Source: an optimization exercise on an open RTL-to-GDS flow (aim: small area, a short achievable clock period and few clock cycles per item). Production flows keep margins and buffers that such runs may drop.
Function was checked by simulation only, so behaviour that the tests miss may differ from the original.
No activity file was given, so power comes from the tool's default toggle rates.

## job 3860
## vector_floating_point_divide_unit_iterative
module vector_floating_point_divide_unit_iterative #(
  parameter int VLEN = 128,
  parameter int SEW  = 32
) (
  input  logic            clock,
  input  logic            reset,
  input  logic            flush,
  input  logic            in_valid,
  output logic            in_ready,
  input  logic            reverse,
  input  logic [VLEN-1:0] vs2,
  input  logic [VLEN-1:0] vs1,
  output logic            out_valid,
  input  logic            out_ready,
  output logic [VLEN-1:0] vd,
  output logic [4:0]      fflags
);
Settings: LEC_CHECK=0, CAP_MARGIN=20, CORE_MARGIN=2, CORE_UTILIZATION=50, CTS_CLUSTER_DIAMETER=80, CTS_CLUSTER_SIZE=20, SETUP_SLACK_MARGIN=2.4, SLEW_MARGIN=20, TNS_END_PERCENT=0; clock period 5.5 ns.
standard.sh (not shown) runs the stock make flow with config.mk's settings and CLKGATE_MAP_FILE= SYNTH_SCRIPT=/design/flow/synth_recipe.tcl, a recipe that flattens the netlist after the stock synthesis.
==> flow/flow/run.sh <==
#!/bin/bash
set -o pipefail
cp standard.sh standard_sh.txt
export BUFFER_PORTS_ARGS="-buffer_cell sky130_fd_sc_hd__buf_1"
bash standard.sh > standard.log 2>&1
Testbench counts of job 3860, summed over its fixed seeds: cycles 26,904, items 1,920.
Relative to job 3860, the following input files were edited for job 564:
# job 3860
export LEC_CHECK = 0
export CAP_MARGIN = 20
export CORE_MARGIN = 2
export CORE_UTILIZATION = 50
export CTS_CLUSTER_DIAMETER = 80
export CTS_CLUSTER_SIZE = 20
export SETUP_SLACK_MARGIN = 2.4
export SLEW_MARGIN = 20
export TNS_END_PERCENT = 0
create_clock -name core_clock -period 5.5 [get_ports {clock}]
# job 564
export LEC_CHECK = 0
export CAP_MARGIN = 20
export CORE_MARGIN = 2
export CORE_UTILIZATION = 50
export CTS_CLUSTER_DIAMETER = 80
export CTS_CLUSTER_SIZE = 20
export SETUP_SLACK_MARGIN = 1.8
export SLEW_MARGIN = 20
export TNS_END_PERCENT = 0
create_clock -name core_clock -period 5.5 [get_ports {clock}]
==> run notes <==
Comparing job 564 and job 3860, the lower critical path data required time is on job 3860.
Job 564 vs job 3860, slowest cell on the critical path: sky130_fd_sc_hd__fa_1 vs sky130_fd_sc_hd__or4_4
When the final numbers for job 564 and job 3860 were put side by side, the worst hold slack turned out to be smaller in job 564.
Job 564: utilization 0.54 points below job 3860
Final-layout clock buffer total for job 564 is higher than for job 3860.
Inputs modified between job 564 and job 1330:
# job 564
export LEC_CHECK = 0
export CAP_MARGIN = 20
export CORE_MARGIN = 2
export CORE_UTILIZATION = 50
export CTS_CLUSTER_DIAMETER = 80
export CTS_CLUSTER_SIZE = 20
export SETUP_SLACK_MARGIN = 1.8
export SLEW_MARGIN = 20
export TNS_END_PERCENT = 0
create_clock -name core_clock -period 5.5 [get_ports {clock}]
# job 1330
export LEC_CHECK = 0
export CAP_MARGIN = 20
export CORE_MARGIN = 2
export CORE_UTILIZATION = 50
export CTS_CLUSTER_DIAMETER = 70
export CTS_CLUSTER_SIZE = 16
export SETUP_SLACK_MARGIN = 2.0
export SLEW_MARGIN = 20
export TNS_END_PERCENT = 0
create_clock -name core_clock -period 5.5 [get_ports {clock}]
==> run notes <==
Job 1330 vs. job 564: area fraction of clock buffers and clock inverters +0.32 points; share of the clock period used by the worst path -1.5 points; achievable clock frequency +about 2.2%.
Job 564 ended up with g_lane[0].u_lane.dg_q[3]$_DFF_P_ as its critical path launch point; job 1330 ended up with g_lane[2].u_lane.dg_q[0]$_SDFF_PN0_.
What job 9926 does differently from job 1330 at the input level:
# job 1330
export LEC_CHECK = 0
export CAP_MARGIN = 20
export CORE_MARGIN = 2
export CORE_UTILIZATION = 50
export CTS_CLUSTER_DIAMETER = 70
export CTS_CLUSTER_SIZE = 16
export SETUP_SLACK_MARGIN = 2.0
export SLEW_MARGIN = 20
export TNS_END_PERCENT = 0
create_clock -name core_clock -period 5.5 [get_ports {clock}]
# job 9926
export LEC_CHECK = 0
export CAP_MARGIN = 20
export CORE_MARGIN = 2
export CORE_UTILIZATION = 58
export SETUP_SLACK_MARGIN = 2.0
export SLEW_MARGIN = 20
export TNS_END_PERCENT = 0
create_clock -name core_clock -period 5.5 [get_ports {clock}]
==> comparison <==
Result for job 1330 and job 9926: all clean
Final area: lower on job 1330
When job 9926 is measured against job 1330, its proportion of power drawn by flip-flops and latches turns out 0.3 points lower.
Between job 9926 and job 1330, it is job 9926 whose fraction of the cycle the final worst path needs is higher, by 1.7 points.
Job 9926 ends up with a post-CTS setup buffer count that is 13 lower than in job 1330.
Compared with job 1330, job 9926 shows a higher stage delay of the slowest cell on the critical path.
Job 9926 vs job 1330, slowest cell on the critical path: sky130_fd_sc_hd__or4_4 vs sky130_fd_sc_hd__fa_1

separate check: timing with driven ports:
The results above use ideal ports. As a check the final layouts listed here were re-extracted and re-timed, cells and wires unchanged.
Step 1 (the two cells are an assumption about what drives the block):
set clk [get_ports {clock}]
set_driving_cell -lib_cell sky130_fd_sc_hd__clkbuf_16 $clk
set_driving_cell -lib_cell sky130_fd_sc_hd__buf_2 [delete_from_list [all_inputs] $clk]
Step 2 also shifts input and output timing later by t, the mid clock arrival at the registers, as if the neighbouring blocks saw the same clock.
Slacks: no drivers / after step 1 / after step 2; pairs: no drivers / after step 1.
run	shift t [ns]	setup slack, ns	worst hold slack (ns)	latest minus earliest clock arrival (ns)	worst register clock-pin slew, ns
job 3860	0.688	1.723 / 1.723 / 1.163	0.399 / 0.348 / 0.478	0.031 / 0.031	0.09 / 0.09
job 564	0.701	1.700 / 1.700 / 1.128	0.391 / 0.339 / 0.493	0.036 / 0.036	0.09 / 0.09
job 1330	0.730	1.782 / 1.782 / 1.170	0.358 / 0.308 / 0.482	0.038 / 0.039	0.08 / 0.08
job 9926	0.680	1.691 / 1.691 / 1.230	0.422 / 0.376 / 0.484	0.026 / 0.026	0.06 / 0.06
After both steps every run listed still meets setup and hold. The setup slack of job 1330, which loses most, moves by 0.000 ns with the drivers and by -0.612 ns with both steps.
